This design comes from an exercise in tuning for small area, a short achievable clock period and few clock cycles per item on the open sky130 flow, not from production work. RTL that was checked went through simulation tests only; none was proved equivalent to the original. Power figures rest on the tool's default switching activity, not on a simulated workload.

rev 12:
Design md5crypt_cmp, start of the top module:
module md5crypt_cmp (
	input wire PKT_COMM_CLK,
	input wire rst_n,
	input wire [7:0] din,                    
	output logic rd_en,
	input wire empty,
	output logic [15:0] dout,                
	output logic wr_en,
	input wire full,
	output logic [7:0] pkt_comm_status,
	output logic [7:0] app_status
);
Size: about 1700 cells after synthesis, ~690 flip-flops, roughly 46 I/O pins, about 22000 um^2 of cells after synthesis.
==> flow/config.mk <==
export PLATFORM = sky130hd
export DESIGN_NAME = md5crypt_cmp
export DESIGN_NICKNAME = md5crypt_cmp
export VERILOG_FILES = /design/flow/design.v
export SDC_FILE = /design/flow/constraint.sdc
export NUM_CORES = 4
export LEC_CHECK = 0
export CAP_MARGIN = 20
export CORE_MARGIN = 2
export CORE_UTILIZATION = 42
export CTS_CLUSTER_DIAMETER = 80
export CTS_CLUSTER_SIZE = 30
export SETUP_SLACK_MARGIN = 2.75
export SLEW_MARGIN = 20
==> flow/constraint.sdc <==
create_clock -name core_clock -period 5.0 [get_ports {PKT_COMM_CLK}]
set_input_delay 1.0000 -clock core_clock [delete_from_list [all_inputs] [get_ports {PKT_COMM_CLK}]]
set_output_delay 1.0000 -clock core_clock [all_outputs]
set_load 0.01 [all_outputs]
run.sh (not shown) runs the stock make flow with config.mk's settings and CLKGATE_MAP_FILE= SYNTH_SCRIPT=/design/flow/synth_recipe.tcl, a recipe that flattens the netlist after the stock synthesis.
Rev 12 has completed all stages; timing, DRC and antenna checks passed.
> inputs changed (rev 12 -> rev 13)
- a change of CORE_UTILIZATION from 42 to 50
- a change of SETUP_SLACK_MARGIN from 2.75 to 2.7
Findings:
Looking at the reports, rev 13 completed the entire flow and the layout it produced met the timing, design-rule and antenna checks. Cell with the largest stage delay on the worst path = buf_2: rev 12; cell with the largest stage delay on the worst path = edfxtp_1: rev 13. Re cell count of the worst reg-to-reg path: no difference whatsoever between rev 13 and rev 12. Rev 13 vs rev 12 on maximum frequency: rev 13 is the higher one. Post-CTS setup buffer count | rev 13 below rev 12.
No run of this note included a check of the RTL's function; only the layout flow was run.

========
Another version of the RTL of md5crypt_cmp (not shown whole).
Size in the first run: about 1700 cells after synthesis, about 690 flip-flops, ~0.022 mm^2 of cells after synthesis.
clock: 5.0 ns
lec_check: 0
cap_margin: 20
core_margin: 2
core_utilization: 50
cts_cluster_diameter: 80
cts_cluster_size: 30
setup_slack_margin: 2.8
slew_margin: 20
Testbench counts at the start, summed over its fixed seeds: cycles 37,387, items 8,714.
Rerun with:
--- a/flow/config.mk
+++ b/flow/config.mk
@@ -13 +13,2 @@
-export SETUP_SLACK_MARGIN = 2.8
+export GPL_ROUTABILITY_DRIVEN = 0
+export SETUP_SLACK_MARGIN = 2.7
Effect: Routed wire length falls by 4.6%. Via count falls by 1.6%. Die area does not change. Synthesized cell count is unchanged. Non-clock buffer count went down by 23. Fmax came out lower by 0.44%. Setup slack is worse by 0.010 ns. Critical path depth rose by 5. Register-to-register slack loses 0.02 ns. Worst hold slack gets better by 0.0072 ns.
Rerun with:
--- a/flow/config.mk
+++ b/flow/config.mk
@@ -10 +10 @@
-export CORE_UTILIZATION = 50
+export CORE_UTILIZATION = 48
@@ -13 +12,0 @@
-export GPL_ROUTABILITY_DRIVEN = 0
After rerunning: Worst hold slack gets better by 0.0075 ns; routed wire length came out higher by about 5.4%; power came out lower by 3.1%; setup slack hardly moves; via count barely changes; cell count came out higher by about 1.2%.
Rerun with:
--- a/flow/config.mk
+++ b/flow/config.mk
@@ -10 +10 @@
-export CORE_UTILIZATION = 48
+export CORE_UTILIZATION = 52
What happened:
- The changed run produced a clean layout
- utilization rose by 4.0 points
- setup slack got worse by 0.025 ns
- critical path depth is unchanged
- area after synthesis stays the same
- via count stays flat
- hold slack degrades by 0.0073 ns
- cell area decreases by 0.88%
- clock-buffer cell count climbs by 5
- power shrinks by 1.8%

========
Setup of P:
The RTL this note starts from:
==> flow/design.v <==
`timescale 1ns/1ns
`default_nettype none
package pkt_comm_pkg;
	typedef logic [7:0] pkt_type_t;
	typedef logic [15:0] pkt_id_t;
	typedef logic [23:0] pkt_len_t;    
	typedef logic [31:0] checksum_t;
	typedef logic [15:0] out_word_t;   
	localparam pkt_type_t PKT_COMM_VERSION = 8'd2;
	localparam pkt_type_t PKT_TYPE_WORD_LIST = 8'd1;
	localparam pkt_type_t PKT_TYPE_CMP_CONFIG = 8'd3;
	localparam int PKT_MAX_TYPE = 6;
	localparam pkt_type_t OUTPKT_TYPE_CMP_RESULT = 8'hD4;
	localparam pkt_type_t OUTPKT_TYPE_PROCESSING_DONE = 8'hD2;
	localparam int ERR_INPKT_CHECKSUM = 0;    
	localparam int ERR_INPKT_LEN = 1;         
	localparam int ERR_INPKT_TYPE = 2;        
	localparam int ERR_PKT_VERSION = 3;       
	localparam int ERR_CMP_CONFIG = 7;        
	localparam int ERR_CMP_UNCONFIGURED = 0;  
endpackage
`default_nettype wire
`timescale 1ns/1ns
`default_nettype none
package cmp_pkg;
	localparam int HASH_ADDR_BITS_MAX = 16;
	typedef logic [31:0] hash_t;
	typedef logic [31:0] word_num_t;
	typedef logic [HASH_ADDR_BITS_MAX-1:0] hash_num_t;
endpackage
`default_nettype wire
`timescale 1ns/1ns
`default_nettype none
module md5crypt_cmp (
	input wire PKT_COMM_CLK,
	input wire rst_n,
	input wire [7:0] din,                    
	output logic rd_en,
	input wire empty,
	output logic [15:0] dout,                
	output logic wr_en,
	input wire full,
	output logic [7:0] pkt_comm_status,
	output logic [7:0] app_status
);
	localparam logic [2:0] H0 = 3'd0;    
	localparam logic [2:0] H1 = 3'd1;    
	localparam logic [2:0] HC = 3'd2;    
	localparam logic [2:0] PY = 3'd3;    
	localparam logic [2:0] PC = 3'd4;    
	logic [1:0] ph;           
	logic [1:0] ln;           
	logic rdy;
	logic [2:0] st;
	logic e_ver, e_type, e_len, e_chk, e_cfg, e_unc;
	logic is_cfg;             
	logic [10:0] lenw;        
	logic lbad;               
	logic mism;               
	logic [31:0] sum;         
	logic cy;                 
	logic [9:0] ci;           
	logic [4:0] count;        
	logic cbad;
	logic [4:0] hc;           
	logic [31:0] tbl [16];    
	logic [15:0] mf;          
	logic fin;                
	logic done_pend;
	logic busy;
	logic [3:0] cnt;
	logic odone;
	logic [15:0] oid;
	logic [10:0] oval;
	logic [3:0] ohn;
	assign rd_en = rdy;
	wire take = rdy & ~empty;
	wire halt = e_ver | e_type | e_len | e_chk;
	wire l0 = ph == 2'd0;
	wire l1 = ph == 2'd1;
	wire l2 = ph == 2'd2;
	wire l3 = ph == 2'd3;
	wire in_h0 = st == H0;
	wire in_h1 = st == H1;
	wire in_hc = st == HC;
	wire in_py = st == PY;
	wire in_pc = st == PC;
	wire in_cs = in_hc | in_pc;
	wire [10:0] ci_inc = {1'b0, ci} + 11'd1;
	wire last = ci_inc == lenw;
	wire byte_mm = (din ^ sum[7:0]) != 8'hFF;    
	wire ev = in_h0 & l0 & (din != 8'd2);
	wire et = in_h0 & l1 & (din != 8'd1) & (din != 8'd3);
	wire el = in_h1 & l2 & ((din != 8'd0) | lbad | (lenw == 11'd0) | (lenw[10] & (lenw[9:0] != 10'd0)));
	wire ec = in_cs & l3 & (mism | byte_mm);
	wire err_now = take & (ev | et | el | ec);
	wire pkt_end = take & in_pc & l3 & ~mism & ~byte_mm;
	logic [2:0] st_n;
	always_comb begin
		st_n = st;
		if (take & l3) begin
			case (st)
			H0: st_n = H1;
			H1: st_n = HC;
			HC: st_n = PY;
			PY: if (last) st_n = PC;
			default: st_n = H0;
			endcase
		end
	end
	wire [1:0] ln_n = ln + {1'b0, take};
	wire [9:0] widx = l0 ? ci_inc[9:0] : ci;     
	wire cw = widx == 10'd0;                     
	wire w_le = widx <= {5'd0, count};
	wire cfg_take = take & in_py & is_cfg;
	wire wl_take = take & in_py & ~is_cfg;
	wire wr_ok = cfg_take & ~cw & ~cbad & w_le;
	logic [15:0] eq, we, mask;
	always_comb begin
		for (int i = 0; i < 16; i++) begin
			eq[i] = tbl[i][7:0] == din;
			we[i] = wr_ok & (widx[3:0] == 4'(i + 1));    
			mask[i] = 5'(i) < hc;
		end
	end
	always_ff @(posedge PKT_COMM_CLK) begin
		for (int i = 0; i < 16; i++)
			tbl[i] <= {we[i] ? din : tbl[i][7:0], tbl[i][31:8]};
	end
	wire [8:0] add = {1'b0, in_h0 ? 8'h00 : sum[7:0]} + {1'b0, din} + {8'h00, ~l0 & cy};
	wire [7:0] sum_top = ~take ? sum[7:0] : in_cs ? 8'h00 : add[7:0];
	always_ff @(posedge PKT_COMM_CLK) begin
		sum <= {sum_top, sum[31:8]};
		if (take & ~in_cs)
			cy <= add[8];
		if (take & in_cs)
			mism <= (~l0 & mism) | byte_mm;
	end
	wire hit = |mf;
	wire hitpend = fin & hit;
	wire ofin = (cnt == 4'd11) & ~full;           
	wire ofree = ~busy | ofin;
	wire load_res = hitpend & ofree;
	wire pc3 = take & in_pc & l3 & ~is_cfg;
	wire load_now = pc3 & ofree & ~hitpend;        
	wire load_pend = done_pend & ofree & ~hitpend;
	logic [3:0] hn;
	always_comb begin
		hn = 4'd0;
		for (int i = 15; i >= 0; i--)
			if (mf[i]) hn = 4'(i);
	end
	wire allow_b2 = ~done_pend & ~hitpend & (~busy | (cnt >= 4'd6) | ((cnt == 4'd5) & ~full));
	wire s2 = hit & busy & ~ofin;
	wire nb_b2 = (st_n == H0) & (ln_n == 2'd2);
	wire nb_c0 = (st_n == PY) & (ln_n == 2'd0) & ~is_cfg;
	wire stall = (nb_b2 & ~allow_b2) | (nb_c0 & s2);
	always_ff @(posedge PKT_COMM_CLK or negedge rst_n) begin
		if (!rst_n) begin
			ph <= 2'd0;
			ln <= 2'd0;
			rdy <= 1'b1;
			st <= H0;
			e_ver <= 1'b0;
			e_type <= 1'b0;
			e_len <= 1'b0;
			e_chk <= 1'b0;
			e_cfg <= 1'b0;
			e_unc <= 1'b0;
			hc <= 5'd0;
			fin <= 1'b0;
			done_pend <= 1'b0;
			busy <= 1'b0;
		end else begin
			ph <= ph + 2'd1;
			ln <= ln_n;
			st <= st_n;
			rdy <= ~halt & ~err_now & ((ph + 2'd1) == ln_n) & ~stall;
			if (take & ev) e_ver <= 1'b1;
			if (take & et) e_type <= 1'b1;
			if (take & el) e_len <= 1'b1;
			if (take & ec) e_chk <= 1'b1;
			if (cfg_take & cw & l1 & (cbad | (din != 8'd0)))
				e_cfg <= 1'b1;                      
			if (cfg_take & ~cw & l3 & ~w_le)
				e_cfg <= 1'b1;                      
			if (pkt_end & is_cfg) begin
				if (ci != {5'd0, count})
					e_cfg <= 1'b1;                  
				else if (!e_cfg)
					hc <= count;
			end
			if (wl_take & l3) begin
				fin <= 1'b1;
				if (hc == 5'd0)
					e_unc <= 1'b1;
			end else if (wl_take & l0)
				fin <= 1'b0;
			else if (load_res)
				fin <= 1'b0;
			done_pend <= (done_pend & ~load_pend) | (pkt_end & ~is_cfg & ~load_now);
			if (load_res | load_pend)
				busy <= 1'b1;
			else if (load_now)
				busy <= pkt_end;
			else if (ofin)
				busy <= 1'b0;
		end
	end
	always_ff @(posedge PKT_COMM_CLK) begin
		if (take & in_h0 & l1)
			is_cfg <= din[1];
		if (take & in_h0 & l2)
			oid[7:0] <= din;
		if (take & in_h0 & l3)
			oid[15:8] <= din;
		if (take & in_h1 & l0) begin
			lenw[5:0] <= din[7:2];
			lbad <= din[1:0] != 2'd0;
		end
		if (take & in_h1 & l1) begin
			lenw[10:6] <= din[4:0];
			lbad <= lbad | (din[7:5] != 3'd0);
		end
		if (take & in_hc)
			ci <= 10'h3FF;
		else if (take & in_py & l0)
			ci <= ci_inc[9:0];
		if (cfg_take & cw & l0) begin
			count <= din[4:0];
			cbad <= (din == 8'd0) | (din > 8'd16);
		end
		if (wl_take)
			mf <= (l0 ? mask : mf) & eq;
		else if (load_res)
			mf <= 16'd0;
		if (load_res) begin
			odone <= 1'b0;
			oval <= {1'b0, ci};
			ohn <= hn;
			cnt <= 4'd0;
		end else if (load_now | load_pend) begin
			odone <= 1'b1;
			oval <= ci_inc;
			ohn <= 4'd0;
			cnt <= 4'd0;
		end else if (busy & ~full) begin
			cnt <= cnt + 4'd1;
			if (cnt == 4'd9)
				oval <= oval + {7'd0, ohn};
		end
	end
	always_comb begin
		case (cnt)
		4'd0: dout = {odone ? 8'hD2 : 8'hD4, 8'h02};
		4'd1: dout = oid;
		4'd2: dout = 16'h0008;
		4'd4: dout = odone ? 16'h2DF5 : 16'h2BF5;
		4'd5: dout = ~oid;
		4'd6: dout = {5'd0, oval};
		4'd8: dout = {12'd0, ohn};
		4'd10: dout = ~{5'd0, oval};
		4'd11: dout = 16'hFFFF;
		default: dout = 16'h0000;
		endcase
	end
	assign wr_en = busy & ~full;
	assign pkt_comm_status = {e_cfg, 3'b000, e_ver, e_type, e_len, e_chk};
	assign app_status = {7'd0, e_unc};
endmodule
`default_nettype wire
export LEC_CHECK = 0
export CAP_MARGIN = 20
export CORE_MARGIN = 2
export CORE_UTILIZATION = 40
export SLEW_MARGIN = 20
create_clock -name core_clock -period 5.0 [get_ports {PKT_COMM_CLK}]
Testbench counts of P, summed over its fixed seeds: cycles 37,334, items 8,714.
--- input diff P..Q ---
# P
export LEC_CHECK = 0
export CAP_MARGIN = 20
export CORE_MARGIN = 2
export CORE_UTILIZATION = 40
export SLEW_MARGIN = 20
create_clock -name core_clock -period 5.0 [get_ports {PKT_COMM_CLK}]
# Q
export LEC_CHECK = 0
export ABC_AREA = 1
export CAP_MARGIN = 20
export CORE_MARGIN = 2
export CORE_UTILIZATION = 40
export SETUP_SLACK_MARGIN = 2.7
export SLEW_MARGIN = 20
create_clock -name core_clock -period 5.0 [get_ports {PKT_COMM_CLK}]
## What came out
- Against P as the reference, Q delivers a higher logic depth of the worst setup path including buffers.
- In Q, H-tree depth is higher than in P.
- Comparing Q and P, the higher synthesis-to-layout area growth was measured on Q.
- Row overall via count from detail_route: Q higher / P lower
- In Q relative to P, die area had gone down slightly.
- Sort Q and P by routed wire length, descending, and Q comes first.
- Between P and Q, design area increased.
- Q has overall routing resource usage above what P had.
- Relative area of non-clock buffer cells in the final design in Q is 5.8 points higher than in P
- Higher relative slew slack goes to P over Q.
- When the final numbers for Q and P were put side by side, the standard cell core area turned out to be smaller in Q.

========
== run 1 ==
md5crypt_cmp, a different RTL version from the one above (not shown whole).
Size: roughly 1,700 cells after synthesis, about 0.022 mm2 of cells after synthesis.
==> flow/design.v (excerpt) <==
module md5crypt_cmp (
	input wire PKT_COMM_CLK,
	input wire rst_n,
	input wire [7:0] din,                    
	output logic rd_en,
	input wire empty,
	output logic [15:0] dout,                
	output logic wr_en,
	input wire full,
	output logic [7:0] pkt_comm_status,
	output logic [7:0] app_status
);
Settings: LEC_CHECK=0, CAP_MARGIN=20, CORE_MARGIN=2, CORE_UTILIZATION=45, CTS_BUF_LIST=sky130_fd_sc_hd__clkbuf_8, CTS_CLUSTER_DIAMETER=60, CTS_CLUSTER_SIZE=20, SETUP_SLACK_MARGIN=2.7, SLEW_MARGIN=20; clock period 5.0 ns.
Testbench counts of run 1, summed over its fixed seeds: cycles 37,298, items 8,714.
## Diff of input files: run 2 against run 1
- SETUP_SLACK_MARGIN now 2.62, was 2.7
- CTS_CLUSTER_SIZE now 30, was 20
- CTS_CLUSTER_DIAMETER now 80, was 60
- PLACE_DENSITY now 0.75, previously not set
- CTS_BUF_LIST no longer set, was sky130_fd_sc_hd__clkbuf_8
Notes after the runs:
Compare run 2 and run 1 | sequential share of layout area higher: run 2. The number of post-CTS setup repair buffers in run 2 is 0.870 times that in run 1. Compared with run 1, run 2 has less setup slack. Side by side, cell count along the critical path turned out higher in run 2 than in run 1. Area added between synthesis and finish: higher on run 1. Of the two values seen for kind of critical path, in -> out was produced by run 1 and reg -> reg by run 2. Between run 2 and run 1, clock latency at the later pin of the worst-skew pair is lower for run 2, run 1 comes in above that. | number of clock buffers in the layout | higher: run 1 |.
[inputs] run 3 vs run 2
- PLACE_DENSITY no longer set, was 0.75
- SETUP_SLACK_MARGIN now 2.7, was 2.62
- On final wirelength: between run 3 and run 2, it ends up higher for run 2.
- From run 2 to run 3 the numbers moved as follows: signed area change from the synthesized netlist to the final layout +0.78 points, total power draw went up 0.00018 W.
- NOTE: final core utilization in run 3 exceeds that of run 2
- Run 3 vs. run 2: wire length of the first global-routing pass saw a decrease, fraction of cell area in non-clock buffers saw little to no change, fmax saw an increase, non-clock buffer count saw an increase.
- Per the comparison of run 3 with run 2, final worst-path setup slack grew by 72 ps, number of antenna violations at the first check in global routing shrank by 1.

[re-timing with driven ports]
The flow's constraints put no driver on any port. The routed layouts listed below were extracted and timed again, unchanged, in two steps. Step 1: set_driving_cell puts a clkbuf_16 on PKT_COMM_CLK and a buf_2 on each other input, an assumption about the parent block. Step 2, shift: input delay + t, output delay - t, t = (earliest + latest rising clock arrival at the registers) / 2. This alone moves slack from input paths to output paths. a / b / c = ideal / step 1 / step 2; a / b = the first two.
run	t, ns	setup slack, ns	worst slew at a driven data input, ns
rev 12	0.664	2.641 / 2.619 / 2.159	0.05
rev 13	0.664	2.677 / 2.641 / 2.129	0.04
the first run of note 2	0.661	2.673 / 2.628 / 2.086	0.06
the second run of note 2	0.619	2.663 / 2.645 / 2.063	0.04
the third run of note 2	0.666	2.663 / 2.604 / 2.061	0.04
the fourth run of note 2	0.661	2.638 / 2.585 / 2.044	0.05
P	0.673	0.541 / 0.484 / 0.727	0.08
Q	0.647	1.832 / 1.774 / 1.906	0.07
run 1	0.694	2.619 / 2.590 / 2.064	0.04
run 2	0.659	2.577 / 2.577 / 1.982	0.04
run 3	0.660	2.649 / 2.632 / 2.070	0.04
After both steps every run listed still meets setup and hold. For the third run of note 2, which loses most, drivers alone change the setup slack by -0.059 ns; drivers and shift together by -0.602 ns.
